What follows belongs to an exercise in optimizing a design on an open flow for small area and a short achievable clock period; a production flow would make more cautious choices.
Only simulation tests tie the RTL to the original design; equivalence was not proved.
Power figures rest on the tool's default switching activity, not on a simulated workload.

$ cat flow/design.v
`timescale 1ns/10ps
package y86_isa_pkg;
	typedef enum logic [3:0] {
		HALT   = 4'h0,
		NOP    = 4'h1,
		RRMOVQ = 4'h2,  
		IRMOVQ = 4'h3,
		RMMOVQ = 4'h4,
		MRMOVQ = 4'h5,
		OPQ    = 4'h6,
		JXX    = 4'h7,
		CALL   = 4'h8,
		RET    = 4'h9,
		PUSHQ  = 4'hA,
		POPQ   = 4'hB
	} icode_e;
	typedef enum logic [3:0] {
		RAX   = 4'h0,
		RCX   = 4'h1,
		RDX   = 4'h2,
		RBX   = 4'h3,
		RSP   = 4'h4,  
		RBP   = 4'h5,
		RSI   = 4'h6,
		RDI   = 4'h7,
		R8    = 4'h8,
		R9    = 4'h9,
		R10   = 4'hA,
		R11   = 4'hB,
		R12   = 4'hC,
		R13   = 4'hD,
		R14   = 4'hE,
		RNONE = 4'hF   
	} reg_id_e;
	typedef enum logic [2:0] {
		SBUB = 3'h0,  
		SAOK = 3'h1,
		SHLT = 3'h2,
		SADR = 3'h3,  
		SINS = 3'h4   
	} stat_e;
endpackage
`timescale 1ns/10ps
package y86_pipe_pkg;
	typedef struct packed {
		logic        valid;
		logic [2:0] stat;
		logic [3:0] icode;
		logic [3:0]  ifun;
		logic [3:0] rA;
		logic [3:0] rB;
		logic [63:0] valC;
		logic [63:0] valP;
	} d_reg_t;
	typedef struct packed {
		logic        valid;
		logic [2:0] stat;
		logic [3:0] icode;
		logic [3:0]  ifun;
		logic [63:0] valC;
		logic [63:0] valA;
		logic [63:0] valB;
		logic [3:0] dstE;
		logic [3:0] dstM;
		logic [3:0] srcA;
		logic [3:0] srcB;
	} e_reg_t;
	typedef struct packed {
		logic [3:0] e_dstE;
		logic [63:0] e_valE;
		logic [3:0] M_dstE;
		logic [63:0] M_valE;
		logic [3:0] M_dstM;
		logic [63:0] m_valM;
		logic [3:0] W_dstE;
		logic [63:0] W_valE;
		logic [3:0] W_dstM;
		logic [63:0] W_valM;
	} fwd_bus_t;
endpackage
`timescale 1ns/10ps
module y86_regfile (
	input  logic         clk,
	input  logic         arst_n,
	input  logic [3:0]   W_dstE,
	input  logic [63:0]  W_valE,
	input  logic [3:0]   W_dstM,
	input  logic [63:0]  W_valM,
	output logic [14:0][63:0] data,
	output logic [14:0]       written
);
	logic [14:0]       wE, wM;
	always_comb begin
		for (int i = 0; i < 15; i++) begin
			wM[i] = (W_dstM == 4'(i));
			wE[i] = (W_dstE == 4'(i));
		end
	end
	always_ff @(posedge clk or negedge arst_n) begin
		if (!arst_n) begin
			written <= '0;
		end else begin
			written <= written | wM | wE;
		end
	end
	always_ff @(posedge clk) begin
		for (int i = 0; i < 15; i++) begin
			if (wM[i]) begin
				data[i] <= W_valM;
			end else if (wE[i]) begin
				data[i] <= W_valE;
			end else begin
				data[i] <= data[i];
			end
		end
	end
endmodule
`timescale 1ns/10ps
module y86_decode_ctrl (
	input  logic [3:0] icode,
	input  logic [3:0] rA,
	input  logic [3:0] rB,
	output logic [3:0] srcA,
	output logic [3:0] srcB,
	output logic [3:0] dstE,
	output logic [3:0] dstM
);
	always_comb begin
		case (icode)
			4'h2, 4'h4, 4'h6, 4'hA: srcA = rA;
			4'h9, 4'hB:             srcA = 4'h4;
			default:                srcA = 4'hF;
		endcase
		case (icode)
			4'h4, 4'h5, 4'h6:       srcB = rB;
			4'h8, 4'h9, 4'hA, 4'hB: srcB = 4'h4;
			default:                srcB = 4'hF;
		endcase
		case (icode)
			4'h2, 4'h3, 4'h6:       dstE = rB;
			4'h8, 4'h9, 4'hA, 4'hB: dstE = 4'h4;
			default:                dstE = 4'hF;
		endcase
		case (icode)
			4'h5, 4'hB:             dstM = rA;
			default:                dstM = 4'hF;
		endcase
	end
endmodule
`timescale 1ns/10ps
module y86_forward (
	input  logic [3:0]        rX,
	input  logic              use_r,
	input  logic              use_4,
	input  logic              use_p,
	input  logic [63:0]       valP,
	input  logic [339:0]      fwd,
	input  logic [14:0][63:0] regs,
	input  logic [14:0]       written,
	output logic [63:0]       val
);
	logic [4:0][3:0]  dst;
	logic [4:0][63:0] fv;
	logic [4:0]       eq;
	logic [4:0]       hit;
	logic [4:0]       uniq;
	logic             nohit;
	logic [14:0]      addr;
	logic [63:0]      rd;
	assign dst[0] = fwd[339:336]; assign fv[0] = fwd[335:272];
	assign dst[1] = fwd[203:200]; assign fv[1] = fwd[199:136];
	assign dst[2] = fwd[271:268]; assign fv[2] = fwd[267:204];
	assign dst[3] = fwd[67:64];   assign fv[3] = fwd[63:0];
	assign dst[4] = fwd[135:132]; assign fv[4] = fwd[131:68];
	genvar k;
	generate
		for (k = 0; k < 5; k++) begin : g_eq
			assign eq[k] = (use_r && (rX != 4'hF) && (rX == dst[k])) ||
			               (use_4 && (dst[k] == 4'h4));
		end
	endgenerate
	assign uniq[0] = 1'b1;
	assign uniq[1] = (dst[1] != dst[0]);
	assign uniq[2] = (dst[2] != dst[0]) && (dst[2] != dst[1]);
	assign uniq[3] = (dst[3] != dst[0]) && (dst[3] != dst[1]) && (dst[3] != dst[2]);
	assign uniq[4] = (dst[4] != dst[0]) && (dst[4] != dst[1]) && (dst[4] != dst[2]) && (dst[4] != dst[3]);
	assign hit = eq & uniq;
	assign nohit  = (eq == 5'b0);
	genvar i;
	generate
		for (i = 0; i < 15; i++) begin : g_addr
			if (i == 4) begin : g_sp
				assign addr[i] = written[i] && ((use_r && (rX == 4'(i))) || use_4);
			end else begin : g_other
				assign addr[i] = written[i] && use_r && (rX == 4'(i));
			end
		end
	endgenerate
	always_comb begin
		rd = '0;
		for (int j = 0; j < 15; j++) begin
			rd = rd | ({64{addr[j]}} & regs[j]);
		end
	end
	assign val = ({64{use_p}}  & valP)  |
	             ({64{hit[0]}} & fv[0]) |
	             ({64{hit[1]}} & fv[1]) |
	             ({64{hit[2]}} & fv[2]) |
	             ({64{hit[3]}} & fv[3]) |
	             ({64{hit[4]}} & fv[4]) |
	             ({64{nohit}}  & rd);
endmodule
`timescale 1ns/10ps
module y86_decode_stage (
	input  logic         clk,
	input  logic         arst_n,
	input  logic         d_valid,
	input  logic         credit_return,
	output logic         valid,
	output logic         stall
);
	logic [1:0] credits;
	logic [1:0] credits_nx;
	logic       accept;
	assign accept = d_valid && !stall;
	always_comb begin
		case ({accept, credit_return})
			2'b10:   credits_nx = credits - 1'b1;
			2'b01:   credits_nx = credits + 1'b1;
			default: credits_nx = credits;  
		endcase
	end
	always_ff @(posedge clk or negedge arst_n) begin
		if (!arst_n) begin
			credits <= 2'd2;
			stall   <= 1'b0;
			valid   <= 1'b0;
		end else begin
			credits <= credits_nx;
			stall   <= (credits_nx == 2'd0);
			valid   <= accept;
		end
	end
endmodule
`timescale 1ns/10ps
module y86_decode_top (
	input  logic         clk,
	input  logic         arst_n,
	input  logic [147:0] d_in,
	input  logic [339:0] fwd,
	input  logic         credit_return,
	output logic [219:0] e_out,
	output logic         stall
);
	logic [3:0]  icode, rA, rB;
	logic [3:0]  srcA, srcB, dstE, dstM;
	logic        use_valp;
	logic        a_r, a_4, b_r, b_4;
	logic [63:0] valA, valB;
	logic [14:0][63:0] regs;
	logic [14:0]       written;
	logic        valid;
	logic [218:0] q_pay;
	assign icode    = d_in[143:140];
	assign rA       = d_in[135:132];
	assign rB       = d_in[131:128];
	assign use_valp = (icode == 4'h7) || (icode == 4'h8);
	assign a_r = (icode == 4'h2) || (icode == 4'h4) || (icode == 4'h6) || (icode == 4'hA);
	assign a_4 = (icode == 4'h9) || (icode == 4'hB);
	assign b_r = (icode == 4'h4) || (icode == 4'h5) || (icode == 4'h6);
	assign b_4 = (icode == 4'h8) || (icode == 4'h9) || (icode == 4'hA) || (icode == 4'hB);
	y86_decode_ctrl u_ctrl (
		.icode (icode),
		.rA    (rA),
		.rB    (rB),
		.srcA  (srcA),
		.srcB  (srcB),
		.dstE  (dstE),
		.dstM  (dstM)
	);
	y86_regfile u_regfile (
		.clk    (clk),
		.arst_n (arst_n),
		.W_dstE (fwd[135:132]),
		.W_valE (fwd[131:68]),
		.W_dstM (fwd[67:64]),
		.W_valM (fwd[63:0]),
		.data    (regs),
		.written (written)
	);
	y86_forward u_fwdA (
		.rX       (rA),
		.use_r    (a_r),
		.use_4    (a_4),
		.use_p    (use_valp),
		.valP     (d_in[63:0]),
		.fwd      (fwd),
		.regs     (regs),
		.written  (written),
		.val      (valA)
	);
	y86_forward u_fwdB (
		.rX       (rB),
		.use_r    (b_r),
		.use_4    (b_4),
		.use_p    (1'b0),
		.valP     (d_in[63:0]),
		.fwd      (fwd),
		.regs     (regs),
		.written  (written),
		.val      (valB)
	);
	y86_decode_stage u_stage (
		.clk           (clk),
		.arst_n        (arst_n),
		.d_valid       (d_in[147]),
		.credit_return (credit_return),
		.valid         (valid),
		.stall         (stall)
	);
	always_ff @(posedge clk) begin
		q_pay <= {d_in[146:144], icode, d_in[139:136], d_in[127:64],
		          valA, valB, dstE, dstM, srcA, srcB};
	end
	assign e_out = {valid, q_pay};
endmodule
`timescale 1ns/10ps
module y86_decode (
	input  logic         clk,
	input  logic         arst_n,
	input  logic [147:0] d_in,
	input  logic [339:0] fwd,
	input  logic         credit_return,
	output logic [219:0] e_out,
	output logic         stall
);
	y86_decode_top u_top (
		.clk           (clk),
		.arst_n        (arst_n),
		.d_in          (d_in),
		.fwd           (fwd),
		.credit_return (credit_return),
		.e_out         (e_out),
		.stall         (stall)
	);
endmodule
$ cat flow/flow/run.sh
#!/bin/bash
# The standard layout (standard.sh) with two changes to how it is made:
#  - the port buffers are buf_2 cells rather than the resizer's default pick;
#  - timing repair may resize a cell to any footprint (MATCH_CELL_FOOTPRINT=0).
# The make output goes to standard.log; ORFS's own logs stay under orfs/logs.
set -euo pipefail
bash standard.sh MATCH_CELL_FOOTPRINT=0 "BUFFER_PORTS_ARGS=-buffer_cell sky130_fd_sc_hd__buf_2" finish > standard.log 2>&1
$ cat flow/standard.sh
#!/bin/bash
# synth_recipe.tcl (not shown) runs the flow's synth.tcl, then flattens the netlist and writes it again
# the make line also repeats each setting of config.mk as NAME=value (left out here)
make -C /OpenROAD-flow-scripts/flow DESIGN_CONFIG=/design/flow/config.mk WORK_HOME=/design/flow/orfs CLKGATE_MAP_FILE= SYNTH_SCRIPT=/design/flow/synth_recipe.tcl "${@:-finish}"
$ cat flow/config.mk
export PLATFORM = sky130hd
export DESIGN_NAME = y86_decode
export DESIGN_NICKNAME = y86_decode
export VERILOG_FILES = /design/flow/design.v
export SDC_FILE = /design/flow/constraint.sdc
export NUM_CORES = 4
export LEC_CHECK = 0
export CAP_MARGIN = 20
export CORE_MARGIN = 2
export CORE_UTILIZATION = 50
export PLACE_DENSITY = 0.65
export SETUP_SLACK_MARGIN = 2.6
export SLEW_MARGIN = 20
export TNS_END_PERCENT = 5
$ cat flow/constraint.sdc
create_clock -name core_clock -period 5.0 [get_ports {clk}]
set_input_delay 1.0000 -clock core_clock [delete_from_list [all_inputs] [get_ports {clk}]]
set_output_delay 1.0000 -clock core_clock [all_outputs]
set_load 0.01 [all_outputs]
==> impl_metrics.tcl, run 1 <==
set metrics [dict create \
    outcome "complete, no violations" \
    cts_hold_buf 0 \
    drt-total-wl_mm 346.7 \
    io_pins 712 \
    hold_viol 0 \
    min_period_ns 2.755 \
    ys_warn_count 5 \
    vias 63789 \
    required_ns 5.42 \
    initial_core_util_pct 50.20 \
    die_w_microns 363.9 \
    path_cells "clkbuf_4 -> nor2_2 -> a31o_4 -> buf_12" \
    cpMaxStageDelayCell "a31o_4" \
    vias_per_cell 8.112 \
    vdd_drop_max_mv 0.3951 \
    yosys_register_bits 1198 \
    grt-ovfl-total 0 \
    p_leak_uw 0.02714 \
    cts_tree "built" \
    first_pass_iters 13 \
    tns_ns 0 \
    wl_per_cell_microns 44.09 \
    gp_congestion 0.9899 \
    crit_family "buffers and inverters" \
    synth_edf_count 960 \
    ant_nets 0 \
    drc_errors 0 \
    finalMaxSlewViolations 0 \
    worst_clock_skew_ns 0.03966 \
    fmax_mhz 363.0 \
    critPathBufInv 2 \
    syn_area_sq_mm 0.06475 \
    cts_root_buffer "clkbuf_16" \
    htree_levels 4 \
    synthArstFlopShare_pct 1.586 \
    port_buffers 711 \
    insertion_delay_ns 0.82 \
    fin_crit_sh_pct 55.10 \
    fin_nets 6457 \
    cp-start-kind "input pin" \
    endpoint_kind "flip-flop" \
    drtIter0Drc 14663 \
    cap_violations 0 \
    cts_made_buffers 137 \
    tightestPinTransition_ns 1.298 \
    syn_area_per_cell_sq_um 12.11 \
    grt_pass1_wl_mm 461.5 \
    syn2layout_area_growth_pct 21.14 \
    synth_nets 5838 \
    path_clk_slew_ns 0.07 \
    max_stage_delay_ns 0.79 \
    setup_violations 0 \
    syn_inst 5346 \
    dpl.hpwl_mm 186.4 \
    row_count 132 \
    grt_max_degree 92 \
    cts_buffer_depth 3 \
    yosysSeqAreaShare_pct 52.03 \
    powerDensity_mw_per_mm2 330.2 \
    drive_gt1_share_pct 40.50 \
    worstPathArrival_ns 3.18 \
    rsz0062_at_grt "true" \
    cts_sinks 1198 \
    critical_path_class "in -> reg" \
    synthDistinctLibCells 91 \
    antenna_found_initial 38 \
    dieArea_sq_mm 0.1324 \
    placeableCoreArea_sq_mm 0.1290 \
    crit_fanout 43 \
    ys.flop_type "edfxtp_1" \
    hp-class "in -> async" \
    grt_usage_pct 50.02 \
    maxSlewHeadroom_pct 13.44 \
    dieHeight_microns 363.9 \
    grt_pass1_vias 58458 \
    timing.hold.ws_ns 0.2275 \
]
-- what timing repair did --
action	in CTS	in global routing
pin swaps	33	17
cloned	26	5
setup buffers	98	13
setup endpoints to repair	725	541
gates resized for setup	278	79
-- worst register-to-register path: cells and delay by family (launching register included) --
family	cells	cell delay [ns]
AO/OA/AOI/OAI	4	1.37
buffers and inverters	1	0.23
flip-flops	1	0.58
AND/OR/NAND/NOR	2	0.45
-- cell usage after synthesis (44+ instances only) --
cell / instances / share of area [%]
edfxtp_1: 960 / 45
a32oi_1: 62 / 0.84
nand4_1: 72 / 0.70
nand3_1: 81 / 0.63
buf_2: 188 / 1.5
a22o_1: 98 / 1.3
nand2_1: 399 / 2.3
a32o_1: 95 / 1.5
xnor2_1: 65 / 0.88
o21ai_0: 74 / 0.57
nor2_1: 56 / 0.32
clkbuf_1: 394 / 2.3
dfxtp_1: 219 / 6.8
a211oi_1: 44 / 0.51
a22oi_1: 564 / 6.5
a221oi_1: 50 / 0.68
a222oi_1: 147 / 2.3
a21oi_1: 208 / 1.6
o22ai_1: 45 / 0.43
mux2_2: 896 / 16
and3_1: 57 / 0.55
o211ai_1: 79 / 0.92
-- registers in the layout (all words and copies together), names as in the netlist --
register,flops
u_top.q_pay,219
u_top.u_regfile.data,960
u_top.u_regfile.written,15
u_top.u_stage.credits,2
u_top.u_stage.stall,1
u_top.u_stage.valid,1
-- routing by layer --
metal,up-vias,track usage [%],wire [microns]
li1,22979,-,-
met1,30617,60.46,112100
met2,7816,66.55,133200
met3,2336,27.03,66980
met4,41,36.85,33620
met5,-,0.8715,802
-- kinds of logic after synthesis --
kind of cell	share of synthesized area (%)
XOR/XNOR	1.123
buffers and inverters	4.348
adder cells (fa/ha/maj)	0.01932
AO/OA/AOI/OAI	19.69
flip-flops	52.03
AND/OR/NAND/NOR	7.142
multiplexers	15.65
-- worst paths after layout --
check	startpoint	to	slack, ns	cells after the start
setup / recovery	fwd[132]	u_top.u_regfile.data[799]$_DFFE_PP_	2.25	4
max in group asynchronous	arst_n	u_top.u_regfile.written[1]$_DFF_PN0_	4.23	1
hold reg to reg	u_top.u_stage.credits[0]$_DFF_PN0_	u_top.u_stage.credits[0]$_DFF_PN0_	0.51	1
min in group core_clock	d_in[64]	u_top.q_pay[144]$_DFF_P_	0.30	1
setup reg to reg	u_top.u_regfile.written[14]$_DFF_PN0_	u_top.q_pay[117]$_DFF_P_	2.25	7
hold / removal	arst_n	u_top.u_regfile.written[7]$_DFF_PN0_	0.23	1
-- area by class of cell --
type                    count  area, sq um
clock inverters            52        376.6
clock buffers             198         3857
well taps                1742         2180
fillers                 10278        50550
multi-input cells        3509        29700
repair buffers           1109         8464
inverters                  10        42.54
flip-flops and latches   1198        33700
diodes                     46        115.1
-- power by group --
part           internal, uW  switching [uW]  total [uW]
Combinational          1450            2570        4020
Sequential            11600             418       12000
Clock                  5490            4400        9890
Total                 18500            7390       25900
-- layout by cell type, fill, tap and decap left out, types with 46 or more instances in the layout --
master     Yosys  layout
a21oi_1      208     198
a222oi_1     147     147
a22o_1        98      98
a22oi_1      564     560
a32o_1        95      92
a32oi_1       62      57
and3_1        57      53
buf_12         0      91
buf_2        188     693
buf_4         32     240
clkbuf_16      0     160
dfxtp_1      219     219
diode_2        0      46
edfxtp_1     960     960
mux2_2       896     896
nand2_1      399     391
nand3_1       81      74
nand4_1       72      72
nor2_1        56      48
o211ai_1      79      79
o21ai_0       74      65
xnor2_1       65      65
-- per-stage QoR --
stage          area [sq um]  worst slack (ns)  utilization (%)  total power, uW  instances
6_report              78440             2.245            60.81            25900       7864
5_1_grt               78340             2.398            60.73            26220       7823
4_1_cts               77770             2.345            60.29            25430       7799
3_5_place_dp          70940            0.7125            55.00            15570       7425
3_3_place_gp          70940            0.7411            55.00            15510       7425
2_1_floorplan         65040             2.063                -            13840       5346
==> run 2, diff against run 1 <==
--- a/flow/config.mk
+++ b/flow/config.mk
@@ -7,8 +7,8 @@
 export LEC_CHECK = 0
 export CAP_MARGIN = 20
 export CORE_MARGIN = 2
-export CORE_UTILIZATION = 50
-export PLACE_DENSITY = 0.65
+export CORE_UTILIZATION = 40
+export PLACE_DENSITY = 0.55
 export SETUP_SLACK_MARGIN = 2.6
 export SLEW_MARGIN = 20
 export TNS_END_PERCENT = 5
==> run 2 against run 1 <==
  * Still clean
  * Hold slack improved by 0.010 ns
  * Cell count increased by 6.6%
  * Utilization decreased by 11 points
  * Clock skew increased by 0.020 ns
  * Wire length increased by 5.2%
  * Die area increased by 25%
  * Non-clock buffer count increased by 117
  * Global-route usage decreased by 7.8 points
  * Register-to-register slack improved by 0.11 ns
  * Sequential power about the same
  * Via count decreased by 2.1%
  * Area after synthesis unchanged
==> impl_metrics.tcl, run 2 <==
set metrics [dict create \
    outcome "complete, no violations" \
    worst_clock_skew_ns 0.05944 \
    vias_per_cell 7.447 \
    synth_common_cells "960 x edfxtp_1, 896 x mux2_2, 564 x a22oi_1" \
    die_w_microns 406.3 \
    dp.cells 7868 \
    first_pass_iters 10 \
    synth_nets 5838 \
    tightestPinTransition_ns 1.229 \
    syn_area_sq_mm 0.06475 \
    cts_sinks 1198 \
    r2r_setup_slack_ns 2.36 \
    p_sw_uw 7739 \
    antenna_found_initial 47 \
    grt_usage_pct 42.24 \
    largest_register "u_top.u_regfile.data" \
    syn2layout_area_growth_pct 24.73 \
    fin_nets 6576 \
    fin_crit_sh_pct 53.71 \
    grt_pass1_vias 57899 \
    p_int_uw 19240 \
    path_clk_slew_ns 0.06 \
    seqPwrFrac_pct 44.5 \
    ant_nets 0 \
    initial_core_util_pct 40.28 \
    setup.worst_path.start "d_in[142]" \
    synth_area_leaders "edfxtp_1 45%, mux2_2 16%, dfxtp_1 6.8%, a22oi_1 6.5%, nand2_1 2.3%" \
    cts_buffer_depth 3 \
    drt-total-wl_mm 364.8 \
    top_regs "u_top.u_regfile.data (960), u_top.q_pay (219), u_top.u_regfile.written (15)" \
    final.fill_count 14363 \
    placeableCoreArea_sq_mm 0.1608 \
    io_pins 712 \
    cts_made_buffers 142 \
    synthDistinctLibCells 91 \
    cp-start-kind "input pin" \
    final_common_cell "edfxtp_1" \
    critPathCapture "u_top.q_pay[128]$_DFF_P_" \
    required_ns 5.70 \
    worstPathArrival_ns 3.38 \
    pre_cts_ws_ns 0.5098 \
    cts_hold_buf 0 \
    reg2reg_to "u_top.q_pay[120]$_DFF_P_" \
    timing.hold.ws_ns 0.2377 \
    drc_errors 0 \
    placed_area_sq_mm 0.07200 \
    grt-ovfl-total 0 \
    final.setup.worst_slack_ns 2.314 \
    drive_gt1_share_pct 42.05 \
    synth_top_area_share_pct 44.52 \
    yosys_register_bits 1198 \
    setup_violations 0 \
    largest_reg_flops 960 \
    syn_area_per_cell_sq_um 12.11 \
    instances_no_fill 8384 \
    endpoint_kind "flip-flop" \
    cts_tree "built" \
    synth_top_area_cell "edfxtp_1" \
    p_clk_share_pct 40.1 \
    reg2reg_depth 7 \
    critical_path_class "in -> reg" \
    maxSlewHeadroom_pct 17.87 \
    fin_area_sq_mm 0.08077 \
    p_sw_share_pct 28.69 \
    port_buffers 711 \
    vias 62434 \
    row_count 147 \
    htree_levels 4 \
    cts_root_buffer "clkbuf_16" \
    ys_warn_count 5 \
    dieHeight_microns 406.3 \
    p_leak_uw 0.02809 \
    ys.flop_type "edfxtp_1" \
    wl_per_cell_microns 43.52 \
    fmax_mhz 372.3 \
    finalMaxSlewViolations 0 \
    hp-class "in -> async" \
    dpl.hpwl_mm 206.5 \
    tns_ns 0 \
    cap_violations 0 \
    reg2reg_from "u_top.u_regfile.written[2]$_DFF_PN0_" \
    synthArstFlopShare_pct 1.586 \
    yosysSeqAreaShare_pct 52.03 \
    syn_inst 5346 \
    rsz0062_at_grt "true" \
    powerDensity_mw_per_mm2 334.0 \
    dieArea_sq_mm 0.1651 \
    min_period_ns 2.686 \
    hold_viol 0 \
    final_cell_mix "960 x edfxtp_1, 896 x mux2_2, 684 x buf_2, 557 x a22oi_1, 390 x nand2_1" \
    yosysMostFrequentCell "edfxtp_1" \
    grt_pass1_wl_mm 482.6 \
    grt_max_degree 66 \
    crit_fanout 8 \
    vdd_drop_max_mv 0.4104 \
    insertion_delay_ns 0.84 \
    synth_edf_count 960 \
    comb_power_share_pct 15.4 \
    drtIter0Drc 14034 \
    gp_congestion 0.9822 \
]
## run 2: cell type report
| type | instances | area (sq um) | area share (%) |
|---|---|---|---|
| Antenna cell | 20 | 50.05 | 0.06197 |
| Clock buffer | 198 | 3988 | 4.937 |
| Clock inverter | 66 | 748.2 | 0.9264 |
| Inverter | 10 | 42.54 | 0.05267 |
| Multi-Input combinational cell | 3506 | 29670 | 36.74 |
| Sequential cell | 1198 | 33710 | 41.74 |
| Tap cell | 2160 | 2703 | 3.346 |
| Timing Repair Buffer | 1226 | 9854 | 12.20 |
## run 2: power groups by stage
stage	sequential (uW)	clock, uW	combinational [uW]
6_report	12000	10800	4170
5_1_grt	12000	11200	4210
4_1_cts	12000	10800	3890
3_5_place_dp	12200	0	3560
3_3_place_gp	12200	0	3520
2_1_floorplan	12100	0	1740
## run 2: worst min path at each step
stage,start,to,slack [ns]
floorplan,u_top.u_regfile.written[11]$_DFF_PN0_,u_top.u_regfile.written[11]$_DFF_PN0_,0.47
global placement,u_top.u_stage.credits[0]$_DFF_PN0_,u_top.u_stage.credits[0]$_DFF_PN0_,0.49
CTS,arst_n,u_top.u_regfile.written[10]$_DFF_PN0_,0.23
finish,arst_n,u_top.u_regfile.written[0]$_DFF_PN0_,0.24
detailed placement,u_top.u_stage.credits[0]$_DFF_PN0_,u_top.u_stage.credits[0]$_DFF_PN0_,0.51
global route,arst_n,u_top.u_regfile.written[10]$_DFF_PN0_,0.25
## run 2: what timing repair did
action | 4_1_cts | 5_1_grt
gates resized for setup | 293 | 92
endpoints found under the setup margin | 503 | 329
pin swaps | 56 | 25
buffers inserted | 168 | 35
cloned | 21 | 8
## run 2: per-layer routing
layer | global-route usage, % | vias to the layer above | part of all wire [%]
li1 | - | 23205 | -
met1 | 53.26 | 30774 | 35
met2 | 58.40 | 6712 | 40
met3 | 18.06 | 1701 | 17
met4 | 28.12 | 42 | 8.2
met5 | 0 | - | 0.098
## run 2: cell families (layout without fill, tap and decap cells)
logic type                 count (synthesis)  in the layout  share of synthesized area (%)
and+or+nand+nor                          883            886                          7.142
other                                      0             20                              0
AOI/OAI and AO/OA                       1638           1638                          19.69
DFF                                     1198           1198                          52.03
buffers and inverters                    645           1500                          4.348
muxes                                    898            898                          15.65
xor gates and xnor gates                  83             83                          1.123
adders and majority gates                  1              1                        0.01932
## run 2: metrics by stage
step / utilization (%) / total power [uW]
after floorplan: - / 13840
after global placement: 44.78 / 15680
after detailed placement: 44.79 / 15720
after CTS: 49.71 / 26650
after global routing: 50.21 / 27420
final: 50.24 / 26970
## run 2: worst max-delay path, stage by stage
cell       delay (ns)
buf_12           0.11
nor2b_4          0.16
buf_4            0.18
o211a_2          0.46
buf_4            0.30
a32oi_1          0.34
o2111ai_1        0.22
a211oi_2         0.45
o211ai_1         0.13
==> run 3, diff against run 2 <==
--- a/flow/config.mk
+++ b/flow/config.mk
@@ -8,6 +8,7 @@
 export CAP_MARGIN = 20
 export CORE_MARGIN = 2
 export CORE_UTILIZATION = 40
+export CTS_BUF_LIST = sky130_fd_sc_hd__clkbuf_8
 export PLACE_DENSITY = 0.55
 export SETUP_SLACK_MARGIN = 2.6
 export SLEW_MARGIN = 20
==> run 3 against run 2 <==
  * Still clean
  * Non-clock buffer count decreased by 89
  * Hold slack lost 0.11 ns
  * Register-to-register slack improved by 0.05 ns
  * Synthesized cell count unchanged
  * Design area is 2.7% lower
  * First-iteration DRC count decreased by 6.7%
  * Count of clock-buffer cells in the layout rose by 31
  * Largest power group unchanged
  * Highest routed layer unchanged
==> impl_metrics.tcl, run 3 <==
set metrics [dict create \
    wl_per_cell_microns 42.07 \
    setup.worst_path.start "d_in[135]" \
    synth_fa_ha_area_share_pct 0.01932 \
    final_common_cell "edfxtp_1" \
    synth_xor_area_share_pct 1.123 \
    vias 61712 \
    min_period_ns 2.650 \
    cts_sinks 1198 \
    syn_inst 5346 \
    ant_nets 0 \
    path_clk_slew_ns 0.06 \
    fin_nets 6561 \
    setup_violations 0 \
    synth_top_area_cell "edfxtp_1" \
    cts_made_buffers 215 \
    dpl.hpwl_mm 206.5 \
    hold_viol 0 \
    largest_reg_flops 960 \
    synth_nets 5838 \
    grt-ovfl-total 0 \
    holdCritStartpoint "d_in[106]" \
    cap_violations 0 \
    grt_pass1_vias 57489 \
    htree_levels 4 \
    vias_per_cell 7.309 \
    first_pass_iters 10 \
    worst_clock_skew_ns 0.04885 \
    yosysSeqAreaShare_pct 52.03 \
    synth_top_family_by_area "compound AO/OA/AOI/OAI gates" \
    cts_buffer_depth 3 \
    p_leak_uw 0.02745 \
    crit_fanout 26 \
    synthArstFlopShare_pct 1.586 \
    endpoint_kind "flip-flop" \
    placeableCoreArea_sq_mm 0.1608 \
    drtIter0Drc 13089 \
    whs_path_depth 1 \
    r2r_setup_slack_ns 2.41 \
    die_w_microns 406.3 \
    initial_core_util_pct 40.28 \
    maxSlewHeadroom_pct 21.31 \
    dieHeight_microns 406.3 \
    syn_area_sq_mm 0.06475 \
    critical_path_class "in -> reg" \
    vdd_drop_max_mv 0.2911 \
    required_ns 5.95 \
    port_buffers 711 \
    synth_top_area_share_pct 44.52 \
    syn_area_per_cell_sq_um 12.11 \
    drt-total-wl_mm 355.2 \
    synth_compound_area_share_pct 19.69 \
    finalMaxSlewViolations 0 \
    dieArea_sq_mm 0.1651 \
    synth-simple-area-share_pct 7.142 \
    reg2reg_depth 7 \
    outcome "complete, no violations" \
    io_pins 712 \
    synth_area_leaders "edfxtp_1 45%, mux2_2 16%, dfxtp_1 6.8%, a22oi_1 6.5%, nand2_1 2.3%" \
    row_count 147 \
    min_to "u_top.q_pay[186]$_DFF_P_" \
    grt_usage_pct 41.06 \
    tightestPinTransition_ns 1.178 \
    yosys_register_bits 1198 \
    tns_ns 0 \
    yosysMostFrequentCell "edfxtp_1" \
    drc_errors 0 \
    synth.area.mux_share_pct 15.65 \
    hp-class "in -> reg" \
    grt_max_degree 66 \
    worstPathArrival_ns 3.60 \
    largest_register "u_top.u_regfile.data" \
    drive_gt1_share_pct 41.15 \
    reg2reg_to "u_top.q_pay[130]$_DFF_P_" \
    ys_warn_count 5 \
    syn2layout_area_growth_pct 21.34 \
    gp_congestion 0.9822 \
    fmax_mhz 377.4 \
    synthDistinctLibCells 91 \
    synth_common_cells "960 x edfxtp_1, 896 x mux2_2, 564 x a22oi_1" \
    final_cell_mix "960 x edfxtp_1, 896 x mux2_2, 689 x buf_2, 560 x a22oi_1, 391 x nand2_1" \
    reg2reg_from "u_top.u_regfile.written[2]$_DFF_PN0_" \
    cp-start-kind "input pin" \
    cts_tree "built" \
    regArea_sq_mm 0.03374 \
    insertion_delay_ns 1.02 \
    final.fill_count 14751 \
    ys.flop_type "edfxtp_1" \
    rsz0062_at_grt "true" \
    multiInputGateArea_sq_mm 0.02953 \
    antenna_found_initial 34 \
    powerDensity_mw_per_mm2 320.3 \
    grt_pass1_wl_mm 471.4 \
    cts_root_buffer "clkbuf_8" \
    fin_crit_sh_pct 53.00 \
    finalPower_uw 25170 \
    synth_edf_count 960 \
    top_regs "u_top.u_regfile.data (960), u_top.q_pay (219), u_top.u_regfile.written (15)" \
]
## run 3: changes by cell type in the layout (fill, tap and decap cells not counted), moves of 8 or more
cell       change
clkinv_1      +18
clkbuf_1      -37
clkbuf_8     +213
clkbuf_16    -159
buf_6         -15
clkinv_2      +10
dfxtp_1       -11
buf_12        -23
buf_8          -8
buf_16         -8
buf_4         -34
inv_1         +91
## run 3: kinds of logic after synthesis
logic type      after synthesis
xor+xnor                     83
compound gates             1638
flops                      1198
simple gates                883
fa+ha+maj                     1
mux                         898
buf+inv                     645
## run 3: repair_timing
action | CTS | global route
resized for setup | 162 | 108
hold buffers | 1 | 0
endpoints found under the hold margin | 1 | 0
pin swaps | 26 | 15
gates cloned | 6 | 5
setup buffers | 70 | 62
endpoints found under the setup margin | 355 | 400
## run 3: cell type report
cell class	instances	area share [%]
flip-flops and latches	1198	42.94
clock buffers	229	4.011
well taps	2160	3.440
multi-input cells	3507	37.58
diodes	23	0.07325
clock inverters	179	1.258
repair buffers	1137	10.65
inverters	10	0.05414
## run 3: how the worst max path moves through the flow
stage	endpoint	depth (start not counted)
2_1_floorplan	u_top.u_regfile.data[384]$_DFFE_PP_	4
3_3_place_gp	u_top.q_pay[18]$_DFF_P_	10
3_5_place_dp	u_top.q_pay[18]$_DFF_P_	10
4_1_cts	e_out[74]	1
5_1_grt	e_out[74]	1
6_report	u_top.q_pay[112]$_DFF_P_	10
## run 3: layer usage
| layer | up-vias | routed length (microns) | track usage (%) |
|---|---|---|---|
| li1 | 23187 | - | - |
| met1 | 30364 | 125600 | 52.47 |
| met2 | 6540 | 144900 | 57.75 |
| met3 | 1597 | 56670 | 15.47 |
| met4 | 24 | 27920 | 26.87 |
| met5 | - | 154 | 0 |
## run 3: report_power, final
| group | total [uW] | switching, uW | leakage (uW) | internal (uW) |
|---|---|---|---|---|
| clock network | 9200 | 4630 | 0.00246 | 4570 |
| logic | 3970 | 2530 | 0.0142 | 1440 |
| registers | 12000 | 420 | 0.0108 | 11600 |
## run 3: worst max-delay path, stage by stage
cell and delay, ns:
buf_16 0.15, buf_4 0.22, nand4b_1 0.26, a211oi_1 0.82, buf_4 0.31, and3_1 0.18, nor4_1 0.05, buf_4 0.13
a31o_2 0.32, nand4_1 0.11
## run 3: per-stage QoR
step | setup WS, ns | instances | utilization, % | instance area [sq um] | hold WS, ns
after floorplan | 2.063 | 5346 | - | 65040 | 0.4697
after global placement | 0.4571 | 7867 | 44.78 | 71980 | 0.4909
after detailed placement | 0.5098 | 7868 | 44.79 | 72000 | 0.5064
after CTS | 2.375 | 8353 | 48.12 | 77350 | 0.03817
after global routing | 2.422 | 8424 | 48.85 | 78530 | 0.08148
final | 2.350 | 8443 | 48.88 | 78570 | 0.1229

-- separate check: timing with driven ports --
No port has a modelled driver above. Below, the same layouts with a new extraction and two added sets of constraints. Step 1 assumes that a clkbuf_16 drives the clock port and a buf_2 every other input. Step 2 adds t to the input delays and takes it off the output delays; t is the mean of the earliest and latest rising clock arrival at the registers after step 1. Input paths then give back, and output paths get back, about the clock's delay inside the block. Slacks: ideal ports / drivers / drivers and shift; pairs: ideal ports / drivers.
run	t, ns	setup WS [ns]	worst setup path after step 2
run 1	0.891	2.245 / 2.246 / 1.355	input to register
run 2	0.910	2.314 / 2.317 / 1.407	input to register
run 3	1.082	2.350 / 2.335 / 1.294	input to register
After both steps every run listed still meets setup and hold. The setup slack of run 3, which loses most, moves by -0.015 ns with the drivers and by -1.056 ns with both steps.
